This is an optimization exercise on Yosys and OpenROAD, whose aim is small area, not a production implementation.
At most, simulation tests tie the RTL to the original design; equivalence was not proved.
Function not checked in run 1: the RTL went through the layout flow alone.
The flow treats the clock pin as an ideal source, which a real chip does not have.
Power and IR drop assume default switching activity.

==> design/flow/design.v <==
module bus_message_endpoint_store #(
  parameter int W     = 8,
  parameter int DEPTH = 4
) (
  input  logic             clk,
  input  logic             hold_i,
  input  logic             load_i,
  input  logic [W-1:0]     wdata_i,
  input  logic [DEPTH-1:0] rsel_n_i,
  output logic [W-1:0]     rdata_o
);
  logic [W-1:0] mem_q [DEPTH];
  always_ff @(posedge clk) begin
    mem_q[0] <= (mem_q[0] & {W{hold_i}}) | (wdata_i & {W{load_i}});
    for (int i = 1; i < DEPTH; i++)
      mem_q[i] <= (mem_q[i] & {W{hold_i}}) | (mem_q[i-1] & {W{load_i}});
  end
  always_comb begin
    rdata_o = '1;
    for (int i = 0; i < DEPTH; i++)
      rdata_o = rdata_o & (mem_q[i] | {W{rsel_n_i[i]}});
  end
endmodule
module bus_message_endpoint_fifo #(
  parameter int W     = 8,
  parameter int DEPTH = 4
) (
  input  logic         clk,
  input  logic         rst_n,
  input  logic         clear_i,
  input  logic         push_i,
  input  logic [W-1:0] wdata_i,
  input  logic         pop_i,
  output logic [W-1:0] rdata_o,
  output logic         full_o,
  output logic         empty_o
);
  localparam int CW = $clog2(DEPTH + 1);
  logic [CW-1:0]    count_q, count_d;
  logic             push_ok, pop_ok;
  logic [DEPTH-1:0] rsel_n_q;
  assign full_o  = (count_q == CW'(DEPTH));
  assign empty_o = (count_q == '0);
  assign push_ok = push_i & ~full_o & ~clear_i;
  assign pop_ok  = pop_i & ~empty_o & ~clear_i;
  always_comb begin
    count_d = count_q;
    if (clear_i)               count_d = '0;
    else if (push_ok & ~pop_ok) count_d = count_q + CW'(1);
    else if (pop_ok & ~push_ok) count_d = count_q - CW'(1);
  end
  always_ff @(posedge clk or negedge rst_n) begin
    if (!rst_n) count_q <= '0;
    else        count_q <= count_d;
  end
  always_ff @(posedge clk) begin
    for (int i = 0; i < DEPTH; i++) rsel_n_q[i] <= (count_d != CW'(i + 1));
  end
  bus_message_endpoint_store #(.W(W), .DEPTH(DEPTH)) u_store (
    .clk      (clk),
    .hold_i   (~push_ok),
    .load_i   (push_ok),
    .wdata_i  (wdata_i),
    .rsel_n_i (rsel_n_q),
    .rdata_o  (rdata_o)
  );
endmodule
module bus_message_endpoint #(
  parameter logic [31:0] NODE_ID  = 32'd5,
  parameter int          TX_DEPTH = 4,
  parameter int          RX_DEPTH = 4
) (
  input  logic        clk,
  input  logic        rst_n,
  input  logic        flush,
  input  logic        core_val_i,
  output logic        core_ack_o,
  input  logic [31:0] core_dst_i,
  input  logic [31:0] core_tag_i,
  input  logic [63:0] core_msg_i,
  output logic        core_val_o,
  input  logic        core_rdy_i,
  output logic [31:0] core_src_o,
  output logic [31:0] core_tag_o,
  output logic [63:0] core_msg_o,
  output logic        net_tx_val_o,
  input  logic        net_tx_rdy_i,
  output logic [31:0] net_tx_dst_o,
  output logic [31:0] net_tx_src_o,
  output logic [31:0] net_tx_tag_o,
  output logic [63:0] net_tx_msg_o,
  input  logic        net_rx_val_i,
  output logic        net_rx_rdy_o,
  input  logic [31:0] net_rx_dst_i,
  input  logic [31:0] net_rx_src_i,
  input  logic [31:0] net_rx_tag_i,
  input  logic [63:0] net_rx_msg_i,
  output logic [15:0] drop_count_o
);
  localparam int TXW = 128;
  localparam int RXW = 128;
  logic           active;
  logic           core_is_local, local_cand;
  logic           net_match, net_cand, contention;
  logic           local_grant, net_grant;
  logic           remote_ack, local_ack;
  logic           net_acc, net_drop;
  logic           tx_push, tx_pop, tx_full, tx_empty;
  logic           rx_push, rx_pop, rx_full, rx_empty;
  logic [TXW-1:0] tx_wdata, tx_head;
  logic [RXW-1:0] rx_wdata, rx_head;
  logic           last_local_q, last_local_d;
  logic [15:0]    drop_count_q, drop_count_d;
  assign active        = rst_n & ~flush;
  assign core_is_local = (core_dst_i == NODE_ID);
  assign local_cand    = core_val_i & core_is_local;
  assign net_match     = (net_rx_dst_i == NODE_ID);
  assign net_cand      = net_rx_val_i & net_match;
  assign contention    = local_cand & net_cand;
  assign local_grant = ~net_cand | ~last_local_q;
  assign net_grant   = ~local_cand | (net_cand & last_local_q);
  assign remote_ack = active & core_val_i & ~core_is_local & ~tx_full;
  assign local_ack  = active & local_cand & local_grant & ~rx_full;
  assign core_ack_o = remote_ack | local_ack;
  assign net_rx_rdy_o = active & (net_match ? (~rx_full & net_grant) : 1'b1);
  assign net_acc      = net_rx_val_i & net_rx_rdy_o & net_match;
  assign net_drop     = net_rx_val_i & net_rx_rdy_o & ~net_match;
  assign tx_push  = remote_ack;
  assign tx_wdata = {core_dst_i, core_tag_i, core_msg_i};
  assign rx_push  = local_ack | net_acc;
  assign rx_wdata = (local_cand & local_grant) ? {NODE_ID, core_tag_i, core_msg_i}
                                               : {net_rx_src_i, net_rx_tag_i, net_rx_msg_i};
  assign core_val_o   = active & ~rx_empty;
  assign rx_pop       = core_val_o & core_rdy_i;
  assign net_tx_val_o = active & ~tx_empty;
  assign tx_pop       = net_tx_val_o & net_tx_rdy_i;
  assign {core_src_o, core_tag_o, core_msg_o}       = rx_head;
  assign {net_tx_dst_o, net_tx_tag_o, net_tx_msg_o} = tx_head;
  assign net_tx_src_o = NODE_ID;
  assign drop_count_o = drop_count_q;
  always_comb begin
    last_local_d = last_local_q;
    if (flush) begin
      last_local_d = 1'b0;
    end else if (contention && !rx_full) begin
      last_local_d = local_ack;
    end
  end
  always_comb begin
    drop_count_d = drop_count_q;
    if (net_drop && (drop_count_q != 16'hFFFF)) drop_count_d = drop_count_q + 16'd1;
  end
  always_ff @(posedge clk or negedge rst_n) begin
    if (!rst_n) begin
      last_local_q <= 1'b0;
      drop_count_q <= 16'd0;
    end else begin
      last_local_q <= last_local_d;
      drop_count_q <= drop_count_d;
    end
  end
  bus_message_endpoint_fifo #(.W(TXW), .DEPTH(TX_DEPTH)) u_tx_fifo (
    .clk     (clk),
    .rst_n   (rst_n),
    .clear_i (flush),
    .push_i  (tx_push),
    .wdata_i (tx_wdata),
    .pop_i   (tx_pop),
    .rdata_o (tx_head),
    .full_o  (tx_full),
    .empty_o (tx_empty)
  );
  bus_message_endpoint_fifo #(.W(RXW), .DEPTH(RX_DEPTH)) u_rx_fifo (
    .clk     (clk),
    .rst_n   (rst_n),
    .clear_i (flush),
    .push_i  (rx_push),
    .wdata_i (rx_wdata),
    .pop_i   (rx_pop),
    .rdata_o (rx_head),
    .full_o  (rx_full),
    .empty_o (rx_empty)
  );
endmodule
==> design/flow/flow/run.sh <==
#!/bin/bash
# Standard layout (the standard.sh, standard synthesis unchanged), built with:
#  - the smallest buffer cell as the port buffers;
#  - a clock tree of clkbuf_4 cells over clusters of up to 9 flip-flops (50 um across), with no
#    dummy loads;
#  - an area recovery step after clock tree synthesis (flow/post_cts.tcl).
set -euo pipefail
here=$(pwd)
bash standard.sh \
  "BUFFER_PORTS_ARGS=-buffer_cell sky130_fd_sc_hd__buf_1" \
  "CTS_ARGS=-sink_clustering_enable -repair_clock_nets -dont_use_dummy_load -buf_list sky130_fd_sc_hd__clkbuf_4 -sink_clustering_size 9 -sink_clustering_max_diameter 50" \
  "POST_CTS_TCL=$here/flow/post_cts.tcl" \
  finish > "$here/standard.log" 2>&1
==> design/flow/flow/post_cts.tcl <==
# Area recovery after clock tree synthesis: downsize cells off the critical
# paths (any footprint), then legalize again.
estimate_parasitics -placement
repair_timing -recover_power 100 -verbose
detailed_placement
check_placement -verbose
estimate_parasitics -placement
report_worst_slack -max
report_worst_slack -min
==> design/flow/standard.sh <==
#!/bin/bash
# synth_recipe.tcl (not shown) runs the flow's synth.tcl, then flattens the netlist and writes it again
# the make line also repeats each setting of config.mk as NAME=value (left out here)
make -C /OpenROAD-flow-scripts/flow DESIGN_CONFIG=/design/flow/config.mk WORK_HOME=/design/flow/orfs CLKGATE_MAP_FILE= SYNTH_SCRIPT=/design/flow/synth_recipe.tcl "${@:-finish}"
==> design/flow/config.mk <==
export PLATFORM = sky130hd
export DESIGN_NAME = bus_message_endpoint
export DESIGN_NICKNAME = bus_message_endpoint
export VERILOG_FILES = /design/flow/design.v
export SDC_FILE = /design/flow/constraint.sdc
export NUM_CORES = 4
export LEC_CHECK = 0
export CAP_MARGIN = 20
export CORE_MARGIN = 2
export CORE_UTILIZATION = 65
export PLACE_DENSITY = 0.75
export SLEW_MARGIN = 20
export SYNTH_HIERARCHICAL = 1
==> design/flow/constraint.sdc <==
create_clock -name core_clock -period 8.0 [get_ports {clk}]
set_input_delay 1.6000 -clock core_clock [delete_from_list [all_inputs] [get_ports {clk}]]
set_output_delay 1.6000 -clock core_clock [all_outputs]
set_load 0.01 [all_outputs]
==> qor.txt, run 1 <==
Outcome -> finished clean
Path depth of the worst reg2reg path -> 11
Initial drt markers -> 3379
Hold_sp -> u_tx_fifo.u_store.mem_q[0][119]
Max cap viols -> 0
Xor-xnor portion of the synthesized cell area -> 0.399%
Kind of critical path -> in2out
Final min period -> 5780 ps
Rows -> 90
Top cells by area, synth -> dfxtp_1, a22o_1, o22ai_1, buf_6, mux2_4
Total die area -> 63300 um2
Most Frequent Cell on Critical Path -> buf_1
Post-synth EDFFs -> 0
Critical Path Fanout Max -> 38
Clk sinks -> 1055
R2r startpoint -> u_tx_fifo.count_q[1]
Die H -> 252 um
Cells after synthesis -> 3527
Total wire length -> 109000 um
# port buffers -> 570
Routed vias/inst -> 6.75
Power Density -> 233 nW/um2
Main combinational cell family by area after synthesis -> compound AO/OA/AOI/OAI gates
Crit share post-route -> 72.2%
Via Count -> 31722
RSZ-0062 raised after global routing -> no
Finish-stage setup viols -> 0
Core area -> 60500 um2
Pin count of the biggest net entering global routing -> 289
Nets -> 4209
DRC errors left -> 0
FMAX -> 173 MHz
Final Hold Viols -> 0
Cell Area, Synth -> 39800 um2
Fillers -> 4689
Simple-gate share of the synthesized area -> 4.45%
Drt pass-1 iters -> 6
Area leader, netlist -> dfxtp_1
Clk slew on worst S/H paths -> 90 ps
Gr usage total -> 32.7%
Synth Area in Compound Gates -> 30.9%
Antenna violations before repair -> 14
Routed len/inst -> 23.3 um
Post-synthesis mux area share -> 3.72%
CP arrival -> 4180 ps
Util after Layout -> 69.2%
Slowest stage delay, CP -> 730 ps
Worst Setup End Kind -> output pin
Grt ovf -> 0
Terminus of the critical flop-to-flop path -> u_tx_fifo.u_store.mem_q[0][60]
Post-synth cell types -> 50
Peak supply drop -> 0.000160 V
Worst Hold Depth -> 1
Synth-to-layout area growth -> 4.99%
CP max-delay cell -> o21a_4
Crit-path cells -> buf_1 -> nor4_1 -> nand4_1 -> nor3_1 -> o21a_4 -> a21o_1 -> buf_1
Critical path required time -> 6400 ps
Initial Utilization -> 65.9%
#FFs+latches synth -> 1055
Worst rel slew slack -> 27.7%
Worst skew pair latency -> 1040 ps
Ys async rst share -> 2.18%
Seq/Total Area, Yosys -> 53.3%
Syn_area_per_cell -> 11.3 um2
Register area -> 21300 um2
Most frequent cells in the layout -> a22o_1, dfxtp_1, buf_1, o22ai_1, nor2_1
Worst setup startpoint -> core_dst_i[13]
Multi-input logic area -> 15900 um2
Post-synthesis adder-cell area fraction -> 0.220%
Ratio of cells with drive above 1 in the final layout -> 7.12%
FF-to-FF setup slack -> 3920 ps
Post-DP HPWL -> 66800 um
Yosys warning count -> 10
Antenna viol nets, final -> 0
Leak pwr -> 16.2 nW
Dominant synthesized flop cell -> dfxtp_1
Worst setup path endpoint -> core_ack_o
CP Launch Type -> input port
Slew @ Worst Pin -> 1080 ps
Vias in the first global route -> 29397
Num ports -> 603
Clock skew -> 54.2 ps
CTS tree -> yes
Slew Limit Fails -> 0
Setup TNS -> 0 ps
Die width -> 252 um
Hold/Removal Path Class -> reg2reg
First-pass GRT wire length -> 165000 um
Post-synth top area share -> 51.9%
RD Place Congestion -> 0.892
-- critical path: cells and delay by family --
family	cells	cell delay [ps]
AO/OA/AOI/OAI	2	930
buffers and inverters	2	330
AND/OR/NAND/NOR	3	1300
-- cell usage after synthesis (3+ instances only) --
cell	number
a22o_1	1024
and2b_1	4
buf_2	234
buf_4	36
buf_6	115
dfrtp_1	23
dfxtp_1	1032
ha_1	7
inv_1	12
mux2_2	20
mux2_4	79
mux2i_1	3
nand2_1	10
nand2b_1	9
nand3_1	7
nand4_1	7
nor2_1	273
nor2b_1	32
nor3_1	8
nor4_1	19
nor4b_1	5
o22ai_1	512
xnor2_1	3
xor2_1	10
-- how the worst min path moves through the flow --
stage,end
final,u_tx_fifo.u_store.mem_q[1][119]
after global routing,u_rx_fifo.u_store.mem_q[1][6]
after detailed placement,u_tx_fifo.u_store.mem_q[3][127]
after global placement,u_rx_fifo.u_store.mem_q[3][127]
after floorplan,u_rx_fifo.u_store.mem_q[3][127]
-- cell families (layout without fill, tap and decap cells) --
kind of cell | after synthesis | in the layout
multiplexers | 105 | 105
AND/OR/NAND/NOR | 390 | 390
other | 2 | 48
flip-flops | 1055 | 1055
XOR/XNOR | 15 | 15
adder cells (fa/ha/maj) | 7 | 7
AO/OA/AOI/OAI | 1553 | 1553
buffers and inverters | 400 | 748
-- flip-flops by register name (all words and copies together), names as in the netlist --
signal,flops
u_tx_fifo.u_store.mem_q,512
drop_count_q,16
u_rx_fifo.u_store.mem_q,512
u_rx_fifo.count_q,3
u_tx_fifo.rsel_n_q,4
last_local_q,1
u_rx_fifo.rsel_n_q,4
u_tx_fifo.count_q,3
-- final cells by class --
cell class	instances	area share, %
Timing Repair Buffer	597	6.05
Multi-Input combinational cell	2102	38.0
Inverter	14	0.182
Tap cell	782	2.34
Antenna cell	16	0.0957
Clock buffer	137	2.46
Sequential cell	1055	50.8
-- metrics by stage --
stage / hold slack [ps] / std cells / power (mW) / cell area (um2) / setup WS [ps]
final: 472 / 4703 / 9.72 / 41800 / 2220
after global placement: 454 / 4543 / 7.27 / 40600 / 2330
after floorplan: 440 / 3557 / 7.04 / 39900 / 3420
after detailed placement: 462 / 4543 / 7.37 / 40600 / 2370
after global routing: 488 / 4696 / 10.1 / 41800 / 2130
-- metal layers --
metal | share of wire (%) | vias up | track usage, % | routed length, um
met2 | 46 | 1301 | 50.2 | 50300
met5 | 0.043 | - | 0 | 47
met3 | 7.9 | 312 | 8.14 | 8660
li1 | - | 14409 | - | -
met1 | 40 | 15692 | 42.1 | 44200
met4 | 5.6 | 8 | 18.9 | 6080
-- where the power goes --
group / switching (mW) / internal, mW
clock: 1.65 / 0.791
sequential: 0.483 / 5.87
combinational: 0.356 / 0.575
==> run 2: changes to the inputs <==
--- a/design/flow/design.v
+++ b/design/flow/design.v
@@ -1,24 +1 @@
-module bus_message_endpoint_store #(
-  parameter int W     = 8,
-  parameter int DEPTH = 4
-) (
-  input  logic             clk,
-  input  logic             hold_i,
-  input  logic             load_i,
-  input  logic [W-1:0]     wdata_i,
-  input  logic [DEPTH-1:0] rsel_n_i,
-  output logic [W-1:0]     rdata_o
-);
-  logic [W-1:0] mem_q [DEPTH];
-  always_ff @(posedge clk) begin
-    mem_q[0] <= (mem_q[0] & {W{hold_i}}) | (wdata_i & {W{load_i}});
-    for (int i = 1; i < DEPTH; i++)
-      mem_q[i] <= (mem_q[i] & {W{hold_i}}) | (mem_q[i-1] & {W{load_i}});
-  end
-  always_comb begin
-    rdata_o = '1;
-    for (int i = 0; i < DEPTH; i++)
-      rdata_o = rdata_o & (mem_q[i] | {W{rsel_n_i[i]}});
-  end
-endmodule
 module bus_message_endpoint_fifo #(
@@ -38,2 +15,3 @@
   localparam int CW = $clog2(DEPTH + 1);
+  logic [W-1:0]     mem_q [DEPTH];
   logic [CW-1:0]    count_q, count_d;
@@ -43,2 +21,7 @@
   assign empty_o = (count_q == '0);
+  always_comb begin
+    rdata_o = '1;
+    for (int i = 0; i < DEPTH; i++)
+      rdata_o = rdata_o & (mem_q[i] | {W{rsel_n_q[i]}});
+  end
   assign push_ok = push_i & ~full_o & ~clear_i;
@@ -58,10 +41,8 @@
   end
-  bus_message_endpoint_store #(.W(W), .DEPTH(DEPTH)) u_store (
-    .clk      (clk),
-    .hold_i   (~push_ok),
-    .load_i   (push_ok),
-    .wdata_i  (wdata_i),
-    .rsel_n_i (rsel_n_q),
-    .rdata_o  (rdata_o)
-  );
+  always_ff @(posedge clk) begin
+    if (push_ok) begin
+      mem_q[0] <= wdata_i;
+      for (int i = 1; i < DEPTH; i++) mem_q[i] <= mem_q[i-1];
+    end
+  end
 endmodule
--- a/design/flow/config.mk
+++ b/design/flow/config.mk
@@ -12,2 +12 @@
 export SLEW_MARGIN = 20
-export SYNTH_HIERARCHICAL = 1
==> run 2 against run 1 <==
- global-route usage is 3.4 points lower
- flip-flop and latch count stayed put
- cell count is 22% lower
- power is 7.2% lower
- critical path type unchanged
- largest power group unchanged
- critical path depth is 1 higher
- fmax is 4.6% higher
- synthesized cell count is 35% lower
- clock-buffer cell count is 1 lower
- critical endpoint unchanged
- register-to-register slack better by 820 ps
- clock power hardly changed
- highest routed layer unchanged
==> qor.txt, run 2 <==
Slew Limit Fails -> 0 (unchanged)
Ys async rst share -> 2.18% (unchanged)
Total die area -> 61700 um2 (-2.5%)
Kind of critical path -> in2out
Yosys warning count -> 3 (-7)
Fillers -> 3778 (-19%)
Die H -> 248 um (-1.3%)
CP Launch Type -> input port
Vias in the first global route -> 22847 (-22%)
Dpl ws -> 2600 ps (+229 ps)
Seq/Total Area, Yosys -> 81.1% (+28 points)
Grt ovf -> 0 (unchanged)
FMAX -> 181 MHz (+4.6%)
Routed len/inst -> 25.3 um (+8.6%)
First-pass GRT wire length -> 135000 um (-18%)
Num ports -> 603 (unchanged)
Final Instance Count excl. Fillers -> 3676 (-22%)
Initial drt markers -> 2290 (-32%)
Antenna violations before repair -> 16 (+2)
Multi-input logic area -> 6660 um2 (-58%)
Post-synth cell types -> 48 (-4.0%)
Leak pwr -> 13.1 nW (-20%)
Top cells by area, synth -> edfxtp_1, o22ai_1, mux2_2, nor2_1, dfrtp_1
CP arrival -> 3920 ps (-260 ps)
Final WS setup -> 2480 ps (+256 ps)
Cell Area, Synth -> 38800 um2 (-2.5%)
Power Density -> 211 nW/um2 (-9.3%)
Terminus of the critical flop-to-flop path -> u_tx_fifo.mem_q[3][125]
Post-DP HPWL -> 57700 um (-14%)
Worst Hold Depth -> 0 (-1)
Worst skew pair latency -> 1010 ps (-30 ps)
Critical path required time -> 6400 ps (about the same)
Slew @ Worst Pin -> 1100 ps (+17.1 ps)
Worst rel slew slack -> 26.6% (-1.1 points)
#FFs+latches synth -> 1055 (unchanged)
Peak supply drop -> 0.000139 V (-13%)
Total wire length -> 92800 um (-15%)
Final Hold Viols -> 0 (unchanged)
Path depth of the worst reg2reg path -> 6 (-5)
FF-to-FF setup slack -> 4740 ps (+820 ps)
Cells after synthesis -> 2280 (-35%)
Crit share post-route -> 69.0% (-3.2 points)
Register area -> 31500 um2 (+48%)
DRC errors left -> 0 (unchanged)
Worst hold slack -> 414 ps (-57.9 ps)
Max cap viols -> 0 (unchanged)
Rows -> 89 (-1.1%)
Ratio of cells with drive above 1 in the final layout -> 9.85% (+2.7 points)
Dominant synthesized flop cell -> edfxtp_1
Hold_sp -> u_tx_fifo.mem_q[2][67]
RSZ-0062 raised after global routing -> no
Worst Setup End Kind -> output pin
Hold/Removal Path Class -> reg2reg
Util after Layout -> 72.6% (+3.4 points)
R2r startpoint -> u_tx_fifo.count_q[1]
Area leader, netlist -> edfxtp_1
Setup TNS -> 0 ps (unchanged)
Worst setup startpoint -> core_dst_i[5]
Final min period -> 5520 ps (-256 ps)
Worst setup path endpoint -> core_ack_o
Die width -> 248 um (-1.3%)
Placed insts -> 3514 (-23%)
# port buffers -> 570 (unchanged)
Post-synth top area share -> 79.2% (+27 points)
Clock skew -> 85.3 ps (+31.2 ps)
Gr usage total -> 29.3% (-3.4 points)
Post-synth EDFFs -> 1024 (+1024)
Initial Utilization -> 65.8% (-0.099 points)
Most frequent cells in the layout -> edfxtp_1, buf_1, o22ai_1, nor2_1, clkbuf_4
Via Count -> 23624 (-26%)
RD Place Congestion -> 0.840 (-5.8%)
Outcome -> finished clean
Core area -> 59000 um2 (-2.4%)
Finish-stage setup viols -> 0 (unchanged)
Most common cell after layout, fill and taps aside -> edfxtp_1
Clk slew on worst S/H paths -> 100 ps (about the same)
CTS tree -> yes
Clk sinks -> 1055 (unchanged)
Top-count cell post-synth -> edfxtp_1
Drt pass-1 iters -> 5 (-1)
Synth-to-layout area growth -> 10.3%
Pin count of the biggest net entering global routing -> 136 (-53%)
Syn_area_per_cell -> 17.0 um2 (+51%)
Commonest cells in the netlist -> edfxtp_1, o22ai_1, nor2_1, clkbuf_1, mux2_2
Routed vias/inst -> 6.43 (-4.7%)
Nets -> 3187 (-24%)
Biggest regs -> u_rx_fifo.mem_q: 512 flops, u_tx_fifo.mem_q: 512 flops, drop_count_q: 16 flops
Antenna viol nets, final -> 0 (unchanged)
Critical Path Fanout Max -> 15 (-61%)
-- run 2: layout make-up --
type / instances / area share (%)
Antenna cell: 20 / 0.117
Tap cell: 773 / 2.26
Timing Repair Buffer: 601 / 5.95
Multi-Input combinational cell: 1075 / 15.5
Clock buffer: 136 / 2.38
Inverter: 16 / 0.149
Sequential cell: 1055 / 73.6
-- run 2: worst min path at each step --
stage,slack [ps],end
floorplan,430,u_rx_fifo.mem_q[1][125]
global placement,430,u_rx_fifo.mem_q[3][34]
detailed placement,430,u_rx_fifo.mem_q[2][95]
global route,410,u_tx_fifo.mem_q[3][67]
finish,410,u_tx_fifo.mem_q[3][67]
-- run 2: report_power, final --
part | switching, mW | internal (mW) | leakage (nW) | total [mW]
Combinational | 0.282 | 0.152 | 2.77 | 0.435
Sequential | 0.0701 | 6.10 | 9.66 | 6.17
Clock | 1.64 | 0.785 | 0.626 | 2.42
Total | 1.99 | 7.04 | 13.1 | 9.03
-- run 2: per-layer routing --
metal | up-vias | global-route usage [%] | routed length [um]
met2 | 1209 | 45.7 | 45000
li1 | 10266 | - | -
met3 | 194 | 8.79 | 9370
met1 | 11939 | 39.5 | 35300
met5 | - | 0 | 115
met4 | 16 | 11.4 | 3020
-- run 2: logic make-up (layout without fill, tap and decap cells) --
family | Yosys count | after routing | share of synthesized area [%]
and+or+nand+nor | 383 | 383 | 4.45
buffers and inverters | 180 | 753 | 2.15
adders and majority gates | 7 | 7 | 0.226
xor gates and xnor gates | 19 | 19 | 0.429
other | 2 | 52 | 0.0193
DFF | 1055 | 1055 | 81.1
muxes | 101 | 101 | 2.92
AOI/OAI and AO/OA | 533 | 533 | 8.70
-- run 2: stage by stage --
| stage | power (mW) | cell area (um2) |
|---|---|---|
| after floorplan | 6.54 | 39000 |
| after global placement | 6.71 | 41600 |
| after detailed placement | 6.73 | 41600 |
| after global routing | 9.34 | 42800 |
| final | 9.03 | 42800 |
-- run 2: worst max-delay path, stage by stage --
cell	delay [ps]
buf_1	90
nor4b_1	510
nand4_2	260
nor3_1	460
a21boi_4	600
nand2_1	110
nand2_1	90
buf_1	190
==> run 3: changes to the inputs <==
--- a/design/flow/design.v
+++ b/design/flow/design.v
@@ -1,19 +1,63 @@
+module bus_message_endpoint_store #(
+  parameter int          W       = 8,
+  parameter int          DEPTH   = 4,
+  parameter bit          TWO_SRC = 1'b0,
+  parameter int          NW      = 0,
+  parameter logic [31:0] CONST_A = '0
+) (
+  input  logic             clk,
+  input  logic             hold_i,
+  input  logic             load_i,
+  input  logic             load_a_i,
+  input  logic             load_b_i,
+  input  logic [W-NW-1:0]  wdata_a_i,
+  input  logic [W-1:0]     wdata_b_i,
+  input  logic [DEPTH-1:0] rsel_n_i,
+  output logic [W-1:0]     rdata_o
+);
+  logic [W-1:0] mem_q [DEPTH];
+  logic [W-1:0] wdata_a;
+  if (NW > 0) begin : g_const
+    assign wdata_a = {CONST_A[NW-1:0], wdata_a_i};
+  end else begin : g_noconst
+    assign wdata_a = wdata_a_i;
+  end
+  always_ff @(posedge clk) begin
+    if (TWO_SRC)
+      mem_q[0] <= (mem_q[0] & {W{hold_i}}) | (wdata_a & {W{load_a_i}})
+                | (wdata_b_i & {W{load_b_i}});
+    else
+      mem_q[0] <= (mem_q[0] & {W{hold_i}}) | (wdata_a & {W{load_a_i}});
+    for (int i = 1; i < DEPTH; i++)
+      mem_q[i] <= (mem_q[i] & {W{hold_i}}) | (mem_q[i-1] & {W{load_i}});
+  end
+  always_comb begin
+    rdata_o = '1;
+    for (int i = 0; i < DEPTH; i++)
+      rdata_o = rdata_o & (mem_q[i] | {W{rsel_n_i[i]}});
+  end
+endmodule
 module bus_message_endpoint_fifo #(
-  parameter int W     = 8,
-  parameter int DEPTH = 4
+  parameter int          W       = 8,
+  parameter int          DEPTH   = 4,
+  parameter bit          TWO_SRC = 1'b0,
+  parameter int          NW      = 0,
+  parameter logic [31:0] CONST_A = '0
 ) (
-  input  logic         clk,
-  input  logic         rst_n,
-  input  logic         clear_i,
-  input  logic         push_i,
-  input  logic [W-1:0] wdata_i,
-  input  logic         pop_i,
-  output logic [W-1:0] rdata_o,
-  output logic         full_o,
-  output logic         empty_o
+  input  logic            clk,
+  input  logic            rst_n,
+  input  logic            clear_i,
+  input  logic            push_i,
+  input  logic            sel_a_i,
+  input  logic [W-NW-1:0] wdata_a_i,
+  input  logic [W-1:0]    wdata_b_i,
+  input  logic            pop_i,
+  output logic [W-1:0]    rdata_o,
+  output logic            full_o,
+  output logic            empty_o
 );
   localparam int CW = $clog2(DEPTH + 1);
-  logic [W-1:0]     mem_q [DEPTH];
   logic [CW-1:0]    count_q, count_d;
   logic             push_ok, pop_ok;
+  logic             load_a, load_b;
   logic [DEPTH-1:0] rsel_n_q;
@@ -21,12 +65,9 @@
   assign empty_o = (count_q == '0);
-  always_comb begin
-    rdata_o = '1;
-    for (int i = 0; i < DEPTH; i++)
-      rdata_o = rdata_o & (mem_q[i] | {W{rsel_n_q[i]}});
-  end
   assign push_ok = push_i & ~full_o & ~clear_i;
   assign pop_ok  = pop_i & ~empty_o & ~clear_i;
+  assign load_a  = TWO_SRC ? (push_ok & sel_a_i) : push_ok;
+  assign load_b  = TWO_SRC ? (push_ok & ~sel_a_i) : 1'b0;
   always_comb begin
     count_d = count_q;
-    if (clear_i)               count_d = '0;
+    if (clear_i)                count_d = '0;
     else if (push_ok & ~pop_ok) count_d = count_q + CW'(1);
@@ -41,8 +82,15 @@
   end
-  always_ff @(posedge clk) begin
-    if (push_ok) begin
-      mem_q[0] <= wdata_i;
-      for (int i = 1; i < DEPTH; i++) mem_q[i] <= mem_q[i-1];
-    end
-  end
+  bus_message_endpoint_store #(
+    .W(W), .DEPTH(DEPTH), .TWO_SRC(TWO_SRC), .NW(NW), .CONST_A(CONST_A)
+  ) u_store (
+    .clk       (clk),
+    .hold_i    (~push_ok),
+    .load_i    (push_ok),
+    .load_a_i  (load_a),
+    .load_b_i  (load_b),
+    .wdata_a_i (wdata_a_i),
+    .wdata_b_i (wdata_b_i),
+    .rsel_n_i  (rsel_n_q),
+    .rdata_o   (rdata_o)
+  );
 endmodule
@@ -90,4 +138,4 @@
   logic           rx_push, rx_pop, rx_full, rx_empty;
-  logic [TXW-1:0] tx_wdata, tx_head;
-  logic [RXW-1:0] rx_wdata, rx_head;
+  logic [TXW-1:0] tx_head;
+  logic [RXW-1:0] rx_head;
   logic           last_local_q, last_local_d;
@@ -108,7 +156,4 @@
   assign net_drop     = net_rx_val_i & net_rx_rdy_o & ~net_match;
-  assign tx_push  = remote_ack;
-  assign tx_wdata = {core_dst_i, core_tag_i, core_msg_i};
-  assign rx_push  = local_ack | net_acc;
-  assign rx_wdata = (local_cand & local_grant) ? {NODE_ID, core_tag_i, core_msg_i}
-                                               : {net_rx_src_i, net_rx_tag_i, net_rx_msg_i};
+  assign tx_push = remote_ack;
+  assign rx_push = local_ack | net_acc;
   assign core_val_o   = active & ~rx_empty;
@@ -143,22 +188,28 @@
   bus_message_endpoint_fifo #(.W(TXW), .DEPTH(TX_DEPTH)) u_tx_fifo (
-    .clk     (clk),
-    .rst_n   (rst_n),
-    .clear_i (flush),
-    .push_i  (tx_push),
-    .wdata_i (tx_wdata),
-    .pop_i   (tx_pop),
-    .rdata_o (tx_head),
-    .full_o  (tx_full),
-    .empty_o (tx_empty)
+    .clk       (clk),
+    .rst_n     (rst_n),
+    .clear_i   (flush),
+    .push_i    (tx_push),
+    .sel_a_i   (1'b1),
+    .wdata_a_i ({core_dst_i, core_tag_i, core_msg_i}),
+    .wdata_b_i ('0),
+    .pop_i     (tx_pop),
+    .rdata_o   (tx_head),
+    .full_o    (tx_full),
+    .empty_o   (tx_empty)
   );
-  bus_message_endpoint_fifo #(.W(RXW), .DEPTH(RX_DEPTH)) u_rx_fifo (
-    .clk     (clk),
-    .rst_n   (rst_n),
-    .clear_i (flush),
-    .push_i  (rx_push),
-    .wdata_i (rx_wdata),
-    .pop_i   (rx_pop),
-    .rdata_o (rx_head),
-    .full_o  (rx_full),
-    .empty_o (rx_empty)
+  bus_message_endpoint_fifo #(
+    .W(RXW), .DEPTH(RX_DEPTH), .TWO_SRC(1'b1), .NW(32), .CONST_A(NODE_ID)
+  ) u_rx_fifo (
+    .clk       (clk),
+    .rst_n     (rst_n),
+    .clear_i   (flush),
+    .push_i    (rx_push),
+    .sel_a_i   (local_cand & local_grant),
+    .wdata_a_i ({core_tag_i, core_msg_i}),
+    .wdata_b_i ({net_rx_src_i, net_rx_tag_i, net_rx_msg_i}),
+    .pop_i     (rx_pop),
+    .rdata_o   (rx_head),
+    .full_o    (rx_full),
+    .empty_o   (rx_empty)
   );
--- a/design/flow/config.mk
+++ b/design/flow/config.mk
@@ -12 +12,2 @@
 export SLEW_MARGIN = 20
+export SYNTH_HIERARCHICAL = 1
==> run 3 against run 2 <==
- non-clock buffer count grew 3
- critical path depth down 1
- clock power grew 2%
- critical endpoint unchanged
- still clean on timing, DRC and antenna
- clock-buffer cell count is 1 higher
- first-iteration DRC count up 64%
==> qor.txt, run 3 <==
Outcome -> finished clean
Cells after synthesis -> 3507 (+54%)
Grt ovf -> 0 (unchanged)
Rows -> 89 (unchanged)
Kind of critical path -> in2out
CP arrival -> 3850 ps (-70 ps)
Via Count -> 31720 (+34%)
Antenna viol nets, final -> 0 (unchanged)
Hold Crit Endpoint -> u_rx_fifo.u_store.mem_q[3][67]
Pin count of the biggest net entering global routing -> 243 (+79%)
Core area -> 58800 um2 (-0.38%)
CTS tree -> yes
Ratio of cells with drive above 1 in the final layout -> 5.08% (-4.8 points)
Clk sinks -> 1055 (unchanged)
Power Density -> 236 nW/um2 (+12%)
FMAX -> 184 MHz (+1.3%)
Peak supply drop -> 0.000185 V (+33%)
Syn_area_per_cell -> 11.0 um2 (-35%)
Setup TNS -> 0 ps (unchanged)
Path depth of the worst reg2reg path -> 11 (+5)
CP max-delay cell -> nor4b_1
Leak pwr -> 16.5 nW (+26%)
Util after Layout -> 69.7% (-2.9 points)
Multi-input logic area -> 14600 um2 (+120%)
Nets -> 4198 (+32%)
Final Instance Area -> 41000 um2 (-4.4%)
Gr usage total -> 34.4% (+5.1 points)
Crit share post-route -> 68.1% (-0.91 points)
Hold_sp -> u_rx_fifo.u_store.mem_q[2][67]
Die width -> 247 um (-0.39%)
First-pass GRT wire length -> 165000 um (+23%)
Worst Setup End Kind -> output pin
CP Launch Type -> input port
Slowest stage delay, CP -> 630 ps (+30 ps)
P_int -> 7.20 mW (+2.3%)
Antenna violations before repair -> 27 (+11)
Final Hold Viols -> 0 (unchanged)
RSZ-0062 raised after global routing -> no
Register area -> 21300 um2 (-33%)
Clock Power Share -> 25.5% (-1.4 points)
Slew @ Worst Pin -> 1200 ps (+94.8 ps)
Initial drt markers -> 3753 (+64%)
Vias in the first global route -> 29058 (+27%)
Drt pass-1 iters -> 10 (+5)
Clk slew on worst S/H paths -> 100 ps (about the same)
Routed vias/inst -> 6.75 (+5.0%)
Sw power -> 2.46 mW (+24%)
Num ports -> 603 (unchanged)
Terminus of the critical flop-to-flop path -> u_rx_fifo.u_store.mem_q[1][94]
Logic pwr share -> 8.9% (+4.1 points)
Fillers -> 4554 (+21%)
Most common cell after layout, fill and taps aside -> dfxtp_1
Worst Hold Depth -> 1 (+1)
Most Frequent Cell on Critical Path -> buf_1
Max cap viols -> 0 (unchanged)
Routed len/inst -> 23.8 um (-5.7%)
Reg power frac -> 65.6% (-2.7 points)
Clock skew -> 66.4 ps (-18.9 ps)
RD Place Congestion -> 0.906 (+7.9%)
Crit-path cells -> buf_1 -> nor4b_1 -> and4_1 -> nand3_1 -> or2_2 -> o21bai_1 -> buf_1
Cell Area, Synth -> 38500 um2 (-0.78%)
FF-to-FF setup slack -> 3670 ps (-1070 ps)
Worst skew pair latency -> 1050 ps (+40 ps)
Yosys warning count -> 13 (+10)
# port buffers -> 570 (unchanged)
Sw Share -> 25.5% (+3.4 points)
Critical path required time -> 6400 ps (about the same)
Hold/Removal Path Class -> reg2reg
Cell Area, Placed -> 39700 um2 (-4.6%)
R2r startpoint -> u_rx_fifo.count_q[0]
Total wire length -> 112000 um (+21%)
Worst rel slew slack -> 20.3% (-6.3 points)
Post-DP HPWL -> 69400 um (+20%)
Slew Limit Fails -> 0 (unchanged)
Critical Path Fanout Max -> 5 (-10)
Biggest regs -> u_rx_fifo.u_store.mem_q: 512 flops, u_tx_fifo.u_store.mem_q: 512 flops, drop_count_q: 16 flops
Final min period -> 5450 ps (-72.7 ps)
DRC errors left -> 0 (unchanged)
Synth-to-layout area growth -> 6.36%
Finish-stage setup viols -> 0 (unchanged)
Most frequent cells in the layout -> dfxtp_1, a22o_1, buf_1, o22ai_1, nor2_1
Initial Utilization -> 65.5% (-0.27 points)
Die H -> 247 um (-0.39%)
Total die area -> 61200 um2 (-0.77%)
## run 3: cell count changes in the layout (fill, tap and decap cells not counted), sizes merged, moves of 29 or more
cell,previous run,this run
dfxtp,8,1032
edfxtp,1024,0
a22o,1,926
a222oi,0,96
mux2,98,3
inv,15,108
nor2b,32,3
## run 3: worst max path at each step
| stage | cells past startpoint | slack (ps) | start | to |
|---|---|---|---|---|
| detailed placement | 7 | 2110 | flush | u_tx_fifo.u_store.mem_q[2][30] |
| floorplan | 4 | 3400 | core_dst_i[2] | core_ack_o |
| global route | 7 | 2550 | core_dst_i[0] | core_ack_o |
| finish | 7 | 2550 | core_dst_i[1] | core_ack_o |
| global placement | 7 | 2370 | flush | u_tx_fifo.u_store.mem_q[1][111] |
## run 3: layout make-up
cell class,count,area share [%]
antenna,33,0.202
clock buffer,137,2.51
inverter,108,1.05
multi-input combinational,1990,35.7
sequential,1055,51.9
tap,773,2.36
timing repair buffer,604,6.31
## run 3: routing by layer
layer,vias to the layer above,wire [um],GRT usage (%)
met5,-,71,0
met4,10,5950,19.9
met3,302,11300,9.95
met2,1415,49800,50.7
met1,15593,44900,45.3
li1,14400,-,-
## run 3: power by group through the flow
stage	sequential, mW	combinational (mW)	clock (mW)
2_1_floorplan	6.32	0.672	0
3_5_place_dp	6.43	0.853	0
3_3_place_gp	6.39	0.808	0
5_1_grt	6.40	0.936	2.72
6_report	6.34	0.864	2.46
## run 3: metrics by stage
step	hold slack, ps	std cells	total power, mW	setup slack [ps]
6_report	479	4700	9.66	2550
2_1_floorplan	440	3537	6.99	3400
5_1_grt	499	4692	10.1	2550
3_5_place_dp	454	4520	7.28	2110
3_3_place_gp	453	4520	7.19	2370
## run 3: critical path: cells and delay by family
family	cells	cell delay, ps
buffers and inverters	2	310
and+or+nand+nor	4	1810
AOI/OAI and AO/OA	1	130
==> run 4: changes to the inputs <==
--- a/design/flow/config.mk
+++ b/design/flow/config.mk
@@ -7,7 +7,7 @@
 export LEC_CHECK = 0
-export CAP_MARGIN = 20
+export CAP_MARGIN = 10
 export CORE_MARGIN = 2
-export CORE_UTILIZATION = 65
-export PLACE_DENSITY = 0.75
-export SLEW_MARGIN = 20
+export CORE_UTILIZATION = 75
+export PLACE_DENSITY = 0.85
+export SLEW_MARGIN = 10
 export SYNTH_HIERARCHICAL = 1
==> run 4 against run 3 <==
- still clean on timing, DRC and antenna
- fmax fell by 0.39%
- power shrank 0.25%
- utilization up 10 points
- combinational power is essentially flat
- clock skew is 21 ps lower
- wire length decreased by 2.5%
- die area decreased by 13%
- cell count down 2.5%
- design area down 0.82%
- global-route usage up 4.5 points
- clock-buffer cell count down 2
- worst setup slack worse by 21 ps
- highest routed layer unchanged
==> qor.txt, run 4 <==
First-pass GRT wire length -> 164000 um (-0.75%)
Worst Setup End Kind -> output pin
Antenna viol nets, final -> 0 (unchanged)
Pin count of the biggest net entering global routing -> 301 (+24%)
Cell Area, Synth -> 38500 um2 (unchanged)
FMAX -> 183 MHz (-0.39%)
Ratio of cells with drive above 1 in the final layout -> 4.81% (-0.27 points)
CP Launch Type -> input port
Initial drt markers -> 4143 (+10%)
Critical path required time -> 6400 ps (about the same)
Most common cell after layout, fill and taps aside -> dfxtp_1
Clk slew on worst S/H paths -> 90 ps (about the same)
Max cap viols -> 0 (unchanged)
Final min period -> 5470 ps (+21.2 ps)
CTS tree -> yes
Placed insts -> 4426 (-2.1%)
Outcome -> finished clean
RSZ-0062 raised after global routing -> no
Power Density -> 237 nW/um2 (+0.58%)
Cells after synthesis -> 3507 (unchanged)
Initial Utilization -> 75.5% (+10 points)
Nets -> 4188 (-0.24%)
Most frequent cells in the layout -> dfxtp_1, a22o_1, buf_1, o22ai_1, nor2_1
Num ports -> 603 (unchanged)
CP arrival -> 3870 ps (+20 ps)
M2 GR Usage -> 57.8% (+7.1 points)
# port buffers -> 570 (unchanged)
Rows -> 83 (-6.7%)
Vias in the first global route -> 29219 (+0.55%)
Post-DP HPWL -> 68900 um (-0.75%)
Routed len/inst -> 23.8 um (about the same)
Finish-stage setup viols -> 0 (unchanged)
Via Count -> 32227 (+1.6%)
Final Hold Viols -> 0 (unchanged)
Peak supply drop -> 0.000153 V (-17%)
Fillers -> 3384 (-26%)
Grt ovf -> 0 (unchanged)
Clk sinks -> 1055 (unchanged)
Yosys warning count -> 13 (unchanged)
Die H -> 231 um (-6.8%)
Leak pwr -> 16.4 nW (-0.56%)
Clock skew -> 45.3 ps (-21.1 ps)
Pwr Total -> 9.64 mW (-0.25%)
Critical Path Fanout Max -> 24 (+19)
Final Instance Count excl. Fillers -> 4584 (-2.5%)
Setup TNS -> 0 ps (unchanged)
Kind of critical path -> in2out
Syn_area_per_cell -> 11.0 um2 (unchanged)
Hold/Removal Path Class -> reg2reg
Antenna violations before repair -> 29 (+7.4%)
Die width -> 231 um (-6.8%)
Gr busiest metal -> met2
Slew Limit Fails -> 0 (unchanged)
Worst rel slew slack -> 19.0% (-1.3 points)
DRC errors left -> 0 (unchanged)
Total wire length -> 109000 um (-2.5%)
Met1 Resource Use GR -> 51.3% (+6.0 points)
Synth-to-layout area growth -> 5.48%
Worst skew pair latency -> 1020 ps (-30 ps)
Crit share post-route -> 68.4% (+0.27 points)
Core area -> 51000 um2 (-13%)
Biggest regs -> u_rx_fifo.u_store.mem_q: 512 flops, u_tx_fifo.u_store.mem_q: 512 flops, drop_count_q: 16 flops
Slew @ Worst Pin -> 1220 ps (+19.4 ps)
Routed vias/inst -> 7.03 (+4.2%)
Met3 Use GR -> 12.5% (+2.6 points)
Total die area -> 53200 um2 (-13%)
Gr usage total -> 39.0% (+4.5 points)
RD Place Congestion -> 0.923 (+1.9%)
Drt pass-1 iters -> 10 (unchanged)
run 4: power by group:
group / switching [mW] / internal [mW]
sequential: 0.481 / 5.87
combinational: 0.324 / 0.538
clock: 1.65 / 0.780
total: 2.45 / 7.19
run 4: area by class of cell:
class                   instances  area, um2  area share [%]
flip-flops and latches       1055      21300            52.3
clock buffers                 135       1010            2.49
multi-input cells            1990      14600            35.9
well taps                     680        851            2.09
diodes                         20       50.0           0.123
repair buffers                596       2410            5.94
inverters                     108        429            1.06
run 4: worst paths after layout:
| kind | startpoint | end | slack (ps) | depth (start not counted) |
|---|---|---|---|---|
| setup / recovery | rst_n | core_ack_o | 2530 | 6 |
| hold / removal | u_tx_fifo.u_store.mem_q[1][4] | u_tx_fifo.u_store.mem_q[2][4] | 480 | 1 |
| setup reg to reg | u_rx_fifo.count_q[0] | u_rx_fifo.u_store.mem_q[0][84] | 3370 | 13 |
| hold reg to reg | u_tx_fifo.u_store.mem_q[1][4] | u_tx_fifo.u_store.mem_q[2][4] | 480 | 1 |
| max in group asynchronous | rst_n | drop_count_q[11] | 6900 | 2 |
| min in group asynchronous | rst_n | u_tx_fifo.count_q[2] | 660 | 2 |
run 4: routing by layer:
metal | vias to the layer above | wire length [um] | share of wire, %
li1 | 14353 | - | -
met2 | 1814 | 49200 | 45
met5 | - | 138 | 0.13
met3 | 329 | 12300 | 11
met1 | 15709 | 42400 | 39
met4 | 22 | 5260 | 4.8
run 4: critical path: stages:
cell,delay [ps]
buf_1,70
clkbuf_2,490
or2b_1,390
a2111oi_1,880
o21bai_1,220
buf_1,210
run 4: per-stage QoR:
stage	hold WS, ps	worst slack (ps)	utilization [%]	cell area [um2]
finish	482	2530	79.7	40600
detailed placement	464	1910	77.6	39600
floorplan	440	3400	-	38600
global route	502	2270	79.7	40600
global placement	453	2120	77.6	39600
==> run 5: changes to the inputs <==
--- a/design/flow/config.mk
+++ b/design/flow/config.mk
@@ -7,3 +7,3 @@
 export LEC_CHECK = 0
-export CAP_MARGIN = 10
+export CAP_MARGIN = 5
 export CORE_MARGIN = 2
@@ -11,3 +11,3 @@
 export PLACE_DENSITY = 0.85
-export SLEW_MARGIN = 10
+export SLEW_MARGIN = 5
 export SYNTH_HIERARCHICAL = 1
==> run 5 against run 4 <==
- still clean on timing, DRC and antenna
- sequential power about the same
- design area is 0.10% higher
- critical path depth is 4 higher
- clock skew is 6.4 ps higher
- die area unchanged
- hold slack worse by 3.4 ps
- worst setup slack worse by 92 ps
- critical path type is now in2reg
==> qor.txt, run 5 <==
Kind of critical path -> in2reg
Max cap viols -> 0 (unchanged)
R2r startpoint -> u_rx_fifo.count_q[0]
Outcome -> finished clean
Worst setup startpoint -> core_dst_i[0]
Crit share post-route -> 69.5% (+1.1 points)
Most common cell after layout, fill and taps aside -> dfxtp_1
Worst skew pair latency -> 1020 ps (about the same)
Clk slew on worst S/H paths -> 90 ps (about the same)
Cell Area, Placed -> 39600 um2 (unchanged)
CTS tree -> yes
RD Place Congestion -> 0.923 (unchanged)
Antenna violations before repair -> 29 (unchanged)
Clock skew -> 51.6 ps (+6.36 ps)
Slew @ Worst Pin -> 1440 ps (+222 ps)
Antenna viol nets, final -> 0 (unchanged)
Slew Limit Fails -> 0 (unchanged)
Leak pwr -> 16.4 nW (+0.15%)
Nets -> 4190 (+0.048%)
Syn_area_per_cell -> 11.0 um2 (unchanged)
FMAX -> 180 MHz (-1.7%)
DRC errors left -> 0 (unchanged)
Clk sinks -> 1055 (unchanged)
Power Density -> 237 nW/um2 (about the same)
# port buffers -> 570 (unchanged)
First-pass GRT wire length -> 164000 um (unchanged)
Worst Setup End Kind -> flop
Setup TNS -> 0 ps (unchanged)
Critical path required time -> 8940 ps (+2540 ps)
Die width -> 231 um (unchanged)
Worst rel slew slack -> 4.14% (-15 points)
Drt pass-1 iters -> 10 (unchanged)
Total wire length -> 109000 um (about the same)
CP Launch Type -> input port
Biggest regs -> u_rx_fifo.u_store.mem_q: 512 flops, u_tx_fifo.u_store.mem_q: 512 flops, drop_count_q: 16 flops
CP arrival -> 6500 ps (+2630 ps)
Total die area -> 53200 um2 (unchanged)
Terminus of the critical flop-to-flop path -> u_rx_fifo.u_store.mem_q[3][127]
Initial drt markers -> 4221 (+1.9%)
Worst setup path endpoint -> u_rx_fifo.u_store.mem_q[3][127]
Vias in the first global route -> 29219 (unchanged)
Rows -> 83 (unchanged)
RSZ-0062 raised after global routing -> no
Critical Path Fanout Max -> 290 (+1100%)
Initial Utilization -> 75.5% (unchanged)
Most frequent cells in the layout -> dfxtp_1, a22o_1, buf_1, o22ai_1, nor2_1
Finish-stage setup viols -> 0 (unchanged)
Synth-to-layout area growth -> 5.59%
Gr usage total -> 39.0% (unchanged)
Cells after synthesis -> 3507 (unchanged)
Post-DP HPWL -> 68900 um (unchanged)
FF-to-FF setup slack -> 3300 ps (-70 ps)
Ratio of cells with drive above 1 in the final layout -> 4.86% (+0.049 points)
Final min period -> 5560 ps (+91.9 ps)
Cell Area, Synth -> 38500 um2 (unchanged)
Hold/Removal Path Class -> reg2reg
Peak supply drop -> 0.000153 V (about the same)
Final Hold Viols -> 0 (unchanged)
Die H -> 231 um (unchanged)
Yosys warning count -> 13 (unchanged)
Pin count of the biggest net entering global routing -> 301 (unchanged)
Grt ovf -> 0 (unchanged)
Fillers -> 3380 (-0.12%)
Core area -> 51000 um2 (unchanged)
Num ports -> 603 (unchanged)
Placed insts -> 4426 (unchanged)
Final Instance Count excl. Fillers -> 4586 (+0.044%)
Via Count -> 32263 (+0.11%)
Routed len/inst -> 23.8 um (-0.10%)
Final Instance Area -> 40700 um2 (+0.10%)
Routed vias/inst -> 7.04 (about the same)
Path depth of the worst reg2reg path -> 11 (-2)
## run 5: layout make-up
cell class                 count  area, um2  area share, %
multi-input combinational   1990      14600           35.9
timing repair buffer         598       2460           6.05
sequential                  1055      21300           52.3
tap                          680        851           2.09
inverter                     108        429           1.06
clock buffer                 135       1010           2.49
antenna                       20       50.0          0.123
## run 5: routing by layer
| metal | up-vias | wire length (um) | global-route usage (%) | part of all wire [%] |
|---|---|---|---|---|
| met3 | 313 | 12100 | 12.5 | 11 |
| met1 | 15760 | 42600 | 51.3 | 39 |
| met4 | 22 | 5320 | 19.8 | 4.9 |
| li1 | 14370 | - | - | - |
| met5 | - | 138 | 0 | 0.13 |
| met2 | 1798 | 49000 | 57.8 | 45 |
## run 5: worst min-delay path by stage
stage                                    start                               to  depth (start not counted)
3_5_place_dp   u_tx_fifo.u_store.mem_q[3][127]  u_tx_fifo.u_store.mem_q[3][127]                          1
2_1_floorplan  u_rx_fifo.u_store.mem_q[3][127]  u_rx_fifo.u_store.mem_q[3][127]                          1
3_3_place_gp   u_rx_fifo.u_store.mem_q[3][127]  u_rx_fifo.u_store.mem_q[3][127]                          1
5_1_grt         u_tx_fifo.u_store.mem_q[3][91]   u_tx_fifo.u_store.mem_q[3][91]                          1
6_report         u_tx_fifo.u_store.mem_q[1][4]    u_tx_fifo.u_store.mem_q[2][4]                          1
## run 5: power by group
part           total, mW  switching (mW)  internal (mW)
combinational      0.863           0.325          0.538
clock               2.43            1.65          0.780
sequential          6.35           0.481           5.87
total               9.64            2.45           7.19
## run 5: metrics by stage
| step | hold slack [ps] | util, % | power, mW | setup slack (ps) |
|---|---|---|---|---|
| after floorplan | 440 | - | 6.99 | 3400 |
| after global placement | 453 | 77.6 | 7.19 | 2120 |
| after detailed placement | 464 | 77.6 | 7.30 | 1910 |
| after global routing | 502 | 79.7 | 10.0 | 2270 |
| final | 478 | 79.8 | 9.64 | 2440 |
## run 5: worst max-delay path, cell delays in order
cell and delay [ps]:
buf_1 150, nor4b_1 600, and4_1 550, nand3_1 240
a21oi_1 510, nand2b_1 130, nor2_1 340, buf_4 850
buf_12 740, a22o_1 300
==> run 6: changes to the inputs <==
==> design/flow/flow/run.sh (replaced) <==
#!/bin/bash
# Standard layout (the standard.sh, standard synthesis unchanged), built with:
#  - the smallest buffer cell as the port buffers;
#  - a clock tree of clkbuf_4 cells over clusters of up to 10 flip-flops (55 um across), with no
#    dummy loads;
#  - an area recovery step after clock tree synthesis (flow/post_cts.tcl).
set -euo pipefail
here=$(pwd)
bash standard.sh \
  "BUFFER_PORTS_ARGS=-buffer_cell sky130_fd_sc_hd__buf_1" \
  "CTS_ARGS=-sink_clustering_enable -repair_clock_nets -dont_use_dummy_load -buf_list sky130_fd_sc_hd__clkbuf_4 -sink_clustering_size 10 -sink_clustering_max_diameter 55" \
  "POST_CTS_TCL=$here/flow/post_cts.tcl" \
  finish > "$here/standard.log" 2>&1
--- a/design/flow/config.mk
+++ b/design/flow/config.mk
@@ -7,7 +7,7 @@
 export LEC_CHECK = 0
-export CAP_MARGIN = 5
+export CAP_MARGIN = 10
 export CORE_MARGIN = 2
-export CORE_UTILIZATION = 75
-export PLACE_DENSITY = 0.85
-export SLEW_MARGIN = 5
+export CORE_UTILIZATION = 65
+export PLACE_DENSITY = 0.75
+export SLEW_MARGIN = 10
 export SYNTH_HIERARCHICAL = 1
==> run 6 against run 5 <==
- clock power is 6% lower
- clock-buffer cell count down 19
- wire length rose by 1.8%
- fmax fell by 0.70%
- combinational power fell by 0.6%
- utilization fell by 10 points
- synthesized area stayed put
- worst setup slack got worse by 39 ps
- power down 1.6%
- largest cell class unchanged
- critical endpoint is now core_ack_o
- first-iteration DRC count is 16% lower
- die area up 15%
==> qor.txt, run 6 <==
Path depth of the worst reg2reg path -> 10 (-1)
Via Count -> 31659 (-1.9%)
Slew @ Worst Pin -> 1290 ps (-148 ps)
Final min period -> 5600 ps (+39.4 ps)
Crit share post-route -> 70.0% (+0.49 points)
Power Density -> 233 nW/um2 (-1.8%)
Dpl ws -> 2110 ps (+193 ps)
Final Instance Count excl. Fillers -> 4673 (+1.9%)
Worst skew pair latency -> 950 ps (-70 ps)
Final WS setup -> 2400 ps (-39.4 ps)
Most common cell after layout, fill and taps aside -> dfxtp_1
CP arrival -> 4000 ps (-2500 ps)
Antenna violations before repair -> 30 (+3.4%)
Critical Path Fanout Max -> 24 (-92%)
Worst rel slew slack -> 14.0% (+9.9 points)
Yosys warning count -> 13 (unchanged)
Hold_sp -> u_tx_fifo.u_store.mem_q[1][12]
Vias in the first global route -> 28792 (-1.5%)
Sw Share -> 25.4% (about the same)
FMAX -> 179 MHz (-0.70%)
Cell Area, Synth -> 38500 um2 (unchanged)
Worst setup startpoint -> rst_n
Post-DP HPWL -> 69400 um (+0.76%)
Worst Hold Depth -> 1 (unchanged)
Nets -> 4173 (-0.41%)
Clk sinks -> 1055 (unchanged)
Peak supply drop -> 0.000193 V (+26%)
Rows -> 89 (+7.2%)
Initial drt markers -> 3560 (-16%)
Fillers -> 4571 (+35%)
Routed len/inst -> 23.8 um (about the same)
Util after Layout -> 69.3% (-10 points)
Routed vias/inst -> 6.77 (-3.7%)
Terminus of the critical flop-to-flop path -> u_tx_fifo.rsel_n_q[1]
Clk slew on worst S/H paths -> 110 ps (+20 ps)
Clock skew -> 91.5 ps (+39.9 ps)
FF-to-FF setup slack -> 3720 ps (+420 ps)
Most frequent cells in the layout -> dfxtp_1, a22o_1, buf_1, o22ai_1, nor2_1
Synth-to-layout area growth -> 5.75%
Num ports -> 603 (unchanged)
Core area -> 58800 um2 (+15%)
Finish-stage setup viols -> 0 (unchanged)
Hold/Removal Path Class -> reg2reg
Max cap viols -> 0 (unchanged)
Reg power frac -> 66.8% (+0.9 points)
Die H -> 247 um (+7.3%)
RD Place Congestion -> 0.906 (-1.9%)
Critical path required time -> 6400 ps (-2540 ps)
Syn_area_per_cell -> 11.0 um2 (unchanged)
DRC errors left -> 0 (unchanged)
Hold Crit Endpoint -> u_tx_fifo.u_store.mem_q[2][12]
Clock Power Share -> 24.1% (-1.1 points)
Pin count of the biggest net entering global routing -> 243 (-19%)
Total die area -> 61200 um2 (+15%)
# port buffers -> 570 (unchanged)
Cells after synthesis -> 3507 (unchanged)
Ratio of cells with drive above 1 in the final layout -> 4.47% (-0.39 points)
CP Launch Type -> input port
Leak pwr -> 16.3 nW (-0.41%)
Grt ovf -> 0 (unchanged)
First-pass GRT wire length -> 164000 um (about the same)
Setup TNS -> 0 ps (unchanged)
P_int -> 7.07 mW (-1.6%)
CTS tree -> yes
Worst Setup End Kind -> output pin
R2r startpoint -> u_tx_fifo.count_q[1]
Placed insts -> 4520 (+2.1%)
Die width -> 247 um (+7.3%)
Biggest regs -> u_rx_fifo.u_store.mem_q: 512 flops, u_tx_fifo.u_store.mem_q: 512 flops, drop_count_q: 16 flops
Sw power -> 2.41 mW (-1.7%)
Slew Limit Fails -> 0 (unchanged)
Drt pass-1 iters -> 9 (-1)
Antenna viol nets, final -> 0 (unchanged)
RSZ-0062 raised after global routing -> no
Outcome -> finished clean
Total wire length -> 111000 um (+1.8%)
Gr usage total -> 34.0% (-5.0 points)
Logic pwr share -> 9.0% (about the same)
Kind of critical path -> in2out
Initial Utilization -> 65.5% (-10 points)
Final Hold Viols -> 0 (unchanged)
[run 6: critical path: stages]
cell	delay [ps]
buf_1	60
clkbuf_2	500
or2b_1	390
a2111oi_1	990
o21bai_1	230
buf_1	210
[run 6: final cells by class]
| type | count | area (um2) | share of cell area (%) |
|---|---|---|---|
| multi-input cells | 1990 | 14600 | 35.9 |
| diodes | 31 | 77.6 | 0.190 |
| inverters | 108 | 429 | 1.05 |
| clock buffers | 116 | 871 | 2.14 |
| well taps | 773 | 967 | 2.37 |
| repair buffers | 600 | 2510 | 6.17 |
| flip-flops and latches | 1055 | 21300 | 52.2 |
[run 6: per-layer routing]
metal  vias to the layer above  wire [um]  share of wire (%)  track usage, %
met5                         -         66              0.059               0
met3                       296      10900                9.8            9.18
met4                        10       6460                5.8            19.5
met2                      1444      48700                 44            49.7
met1                     15580      45000                 41            45.5
li1                      14329          -                  -               -
[run 6: stage by stage]
| stage | hold WS [ps] | power (mW) | instance area, um2 |
|---|---|---|---|
| 3_3_place_gp | 453 | 7.19 | 39700 |
| 3_5_place_dp | 454 | 7.28 | 39700 |
| 2_1_floorplan | 440 | 6.99 | 38600 |
| 6_report | 441 | 9.48 | 40700 |
| 5_1_grt | 468 | 9.86 | 40700 |
[run 6: how the worst max path moves through the flow]
stage,endpoint,cells after the start
after global placement,u_tx_fifo.u_store.mem_q[1][111],7
after floorplan,core_ack_o,4
after global routing,core_ack_o,6
after detailed placement,u_tx_fifo.u_store.mem_q[2][30],7
final,core_ack_o,6
[run 6: power by group through the flow]
stage | registers (mW) | logic (mW) | clock network [mW]
floorplan | 6.32 | 0.672 | 0
global placement | 6.39 | 0.808 | 0
detailed placement | 6.43 | 0.853 | 0
global route | 6.40 | 0.930 | 2.53
finish | 6.34 | 0.858 | 2.29
==> run 7: changes to the inputs <==
==> design/flow/flow/run.sh (replaced) <==
#!/bin/bash
# Standard layout (the standard.sh, standard synthesis unchanged), built with:
#  - the smallest buffer cell as the port buffers;
#  - a clock tree of clkbuf_4 cells over clusters of up to 10 flip-flops (50 um across), with no
#    dummy loads;
#  - an area recovery step after clock tree synthesis (flow/post_cts.tcl).
set -euo pipefail
here=$(pwd)
bash standard.sh \
  "BUFFER_PORTS_ARGS=-buffer_cell sky130_fd_sc_hd__buf_1" \
  "CTS_ARGS=-sink_clustering_enable -repair_clock_nets -dont_use_dummy_load -buf_list sky130_fd_sc_hd__clkbuf_4 -sink_clustering_size 10 -sink_clustering_max_diameter 50" \
  "POST_CTS_TCL=$here/flow/post_cts.tcl" \
  finish > "$here/standard.log" 2>&1
==> run 7 against run 6 <==
- register-to-register slack got worse by 140 ps
- non-clock buffer count increased by 1
- combinational power about the same
- utilization increased by 0.087 points
- clock power about the same
- global-route usage about the same
- largest cell class unchanged
- synthesized cell count unchanged
- hold slack got worse by 6.2 ps
- design area increased by 0.13%
- fmax decreased by 0.98%
- critical path depth unchanged
- critical path type unchanged
- critical endpoint unchanged
==> qor.txt, run 7 <==
Routed vias/inst -> 6.77 (about the same)
Worst rel slew slack -> 16.1% (+2.1 points)
Grt ovf -> 0 (unchanged)
FMAX -> 177 MHz (-0.98%)
Via Count -> 31683 (+0.076%)
Hold Crit Endpoint -> u_tx_fifo.u_store.mem_q[1][11]
Hold/Removal Path Class -> reg2reg
Fillers -> 4545 (-0.57%)
Gr usage total -> 34.0% (about the same)
Rows -> 89 (unchanged)
Critical path required time -> 6400 ps (about the same)
Most frequent cells in the layout -> dfxtp_1, a22o_1, buf_1, o22ai_1, nor2_1
R2r startpoint -> u_tx_fifo.count_q[1]
Final Hold Viols -> 0 (unchanged)
Path depth of the worst reg2reg path -> 10 (unchanged)
DRC errors left -> 0 (unchanged)
Clk sinks -> 1055 (unchanged)
Biggest regs -> u_rx_fifo.u_store.mem_q: 512 flops, u_tx_fifo.u_store.mem_q: 512 flops, drop_count_q: 16 flops
Met1 WL -> 44600 um (-0.84%)
RSZ-0062 raised after global routing -> no
Final Instance Area -> 40800 um2 (+0.13%)
Register area -> 21300 um2 (unchanged)
Pwr Total -> 9.50 mW (+0.14%)
Worst skew pair latency -> 970 ps (+20 ps)
Final min period -> 5660 ps (+55.6 ps)
Synth-to-layout area growth -> 5.88%
Nets -> 4177 (+0.096%)
WL met2 -> 49300 um (+1.4%)
Vias in the first global route -> 28906 (+0.40%)
Power Density -> 233 nW/um2 (about the same)
Clock skew -> 102 ps (+10.0 ps)
Initial drt markers -> 3673 (+3.2%)
Cell Area, Synth -> 38500 um2 (unchanged)
Peak supply drop -> 0.000167 V (-14%)
Outcome -> finished clean
Slew Limit Fails -> 0 (unchanged)
Hold_sp -> u_tx_fifo.u_store.mem_q[0][11]
Syn_area_per_cell -> 11.0 um2 (unchanged)
Routed length on met3 -> 10900 um (about the same)
Die width -> 247 um (unchanged)
Leak pwr -> 16.4 nW (+0.16%)
First-pass GRT wire length -> 164000 um (about the same)
Slew @ Worst Pin -> 1260 ps (-31.0 ps)
Total die area -> 61200 um2 (unchanged)
Post-DP HPWL -> 69400 um (unchanged)
Yosys warning count -> 13 (unchanged)
Antenna viol nets, final -> 0 (unchanged)
Total wire length -> 111000 um (about the same)
Num ports -> 603 (unchanged)
CP Launch Type -> input port
Util after Layout -> 69.4% (+0.087 points)
Setup TNS -> 0 ps (unchanged)
# port buffers -> 570 (unchanged)
Most common cell after layout, fill and taps aside -> dfxtp_1
Max cap viols -> 0 (unchanged)
FF-to-FF setup slack -> 3580 ps (-140 ps)
CTS tree -> yes
Terminus of the critical flop-to-flop path -> u_tx_fifo.u_store.mem_q[1][103]
Pin count of the biggest net entering global routing -> 243 (unchanged)
Core area -> 58800 um2 (unchanged)
Worst Hold Depth -> 1 (unchanged)
Ratio of cells with drive above 1 in the final layout -> 4.57% (+0.099 points)
Cell Area, Placed -> 39700 um2 (unchanged)
Drt pass-1 iters -> 8 (-1)
Critical Path Fanout Max -> 24 (unchanged)
DR top layer -> met5
Antenna violations before repair -> 28 (-6.7%)
CP arrival -> 4060 ps (+60 ps)
Cells after synthesis -> 3507 (unchanged)
Kind of critical path -> in2out
Worst Setup End Kind -> output pin
Multi-input logic area -> 14600 um2 (unchanged)
Finish-stage setup viols -> 0 (unchanged)
Die H -> 247 um (unchanged)
Crit share post-route -> 70.7% (+0.69 points)
Routed len/inst -> 23.7 um (-0.15%)
Clk slew on worst S/H paths -> 110 ps (about the same)
RD Place Congestion -> 0.906 (unchanged)
Initial Utilization -> 65.5% (unchanged)
-- run 7: how the worst max path moves through the flow --
| stage | to | cells after the start | from | slack [ps] |
|---|---|---|---|---|
| after global placement | u_tx_fifo.u_store.mem_q[1][111] | 7 | flush | 2370 |
| after global routing | core_ack_o | 6 | rst_n | 2250 |
| after floorplan | core_ack_o | 4 | core_dst_i[2] | 3400 |
| final | core_ack_o | 6 | rst_n | 2340 |
| after detailed placement | u_tx_fifo.u_store.mem_q[2][30] | 7 | flush | 2110 |
-- run 7: report_power, final --
part / total [mW] / switching, mW / internal (mW)
Sequential: 6.34 / 0.471 / 5.87
Clock: 2.30 / 1.62 / 0.679
Combinational: 0.857 / 0.317 / 0.540
-- run 7: area by class of cell --
class                   instances  share of cell area (%)
multi-input cells            1990                    35.8
repair buffers                601                    6.22
flip-flops and latches       1055                    52.1
clock buffers                 119                    2.19
diodes                         33                   0.203
inverters                     108                    1.05
well taps                     773                    2.37
-- run 7: stage by stage --
step | hold slack, ps | setup WS (ps) | cells
after floorplan | 440 | 3400 | 3537
final | 434 | 2340 | 4679
after detailed placement | 454 | 2110 | 4520
after global placement | 453 | 2370 | 4520
after global routing | 459 | 2250 | 4669
-- run 7: per-layer routing --
metal | track usage, % | vias to the layer above
met1 | 45.0 | 15637
met4 | 19.4 | 8
li1 | - | 14328
met2 | 49.8 | 1430
met3 | 9.79 | 280
met5 | 0 | -
-- run 7: worst max-delay path, cell delays in order --
cell and delay, ps:
buf_1 60, clkbuf_2 500, or2b_1 390, a2111oi_1 1040
o21bai_1 230, buf_1 220

==> re-timing with driven ports <==
In the flow no input, the clock included, has a driving cell. The finished layouts below were timed again as built, in two steps. Step 1, drivers: a clkbuf_16 drives clk and a buf_2 each remaining input, both assumed. Step 2, shift: input delay + t, output delay - t, t = (earliest + latest rising clock arrival at the registers) / 2. This alone moves slack from input paths to output paths. Three values: ideal ports, drivers, drivers and shift; two values: the first two.
run | shift t [ns] | setup WS [ns] | slew at the worst register clock pin (ns)
run 1 | 1.066 | 2.224 / 2.200 / 2.100 | 0.10 / 0.10
run 2 | 1.033 | 2.480 / 2.455 / 2.455 | 0.10 / 0.10
run 3 | 1.080 | 2.553 / 2.527 / 1.781 | 0.11 / 0.11
run 4 | 1.067 | 2.532 / 2.505 / 1.529 | 0.10 / 0.10
run 5 | 1.066 | 2.440 / 2.478 / 1.412 | 0.11 / 0.11
run 6 | 0.973 | 2.400 / 2.372 / 1.902 | 0.12 / 0.12
run 7 | 0.980 | 2.345 / 2.316 / 1.772 | 0.12 / 0.12
After both steps setup and hold are still met in every run listed. For run 5, which loses most, drivers alone change the setup slack by +0.038 ns; drivers and shift together by -1.028 ns.
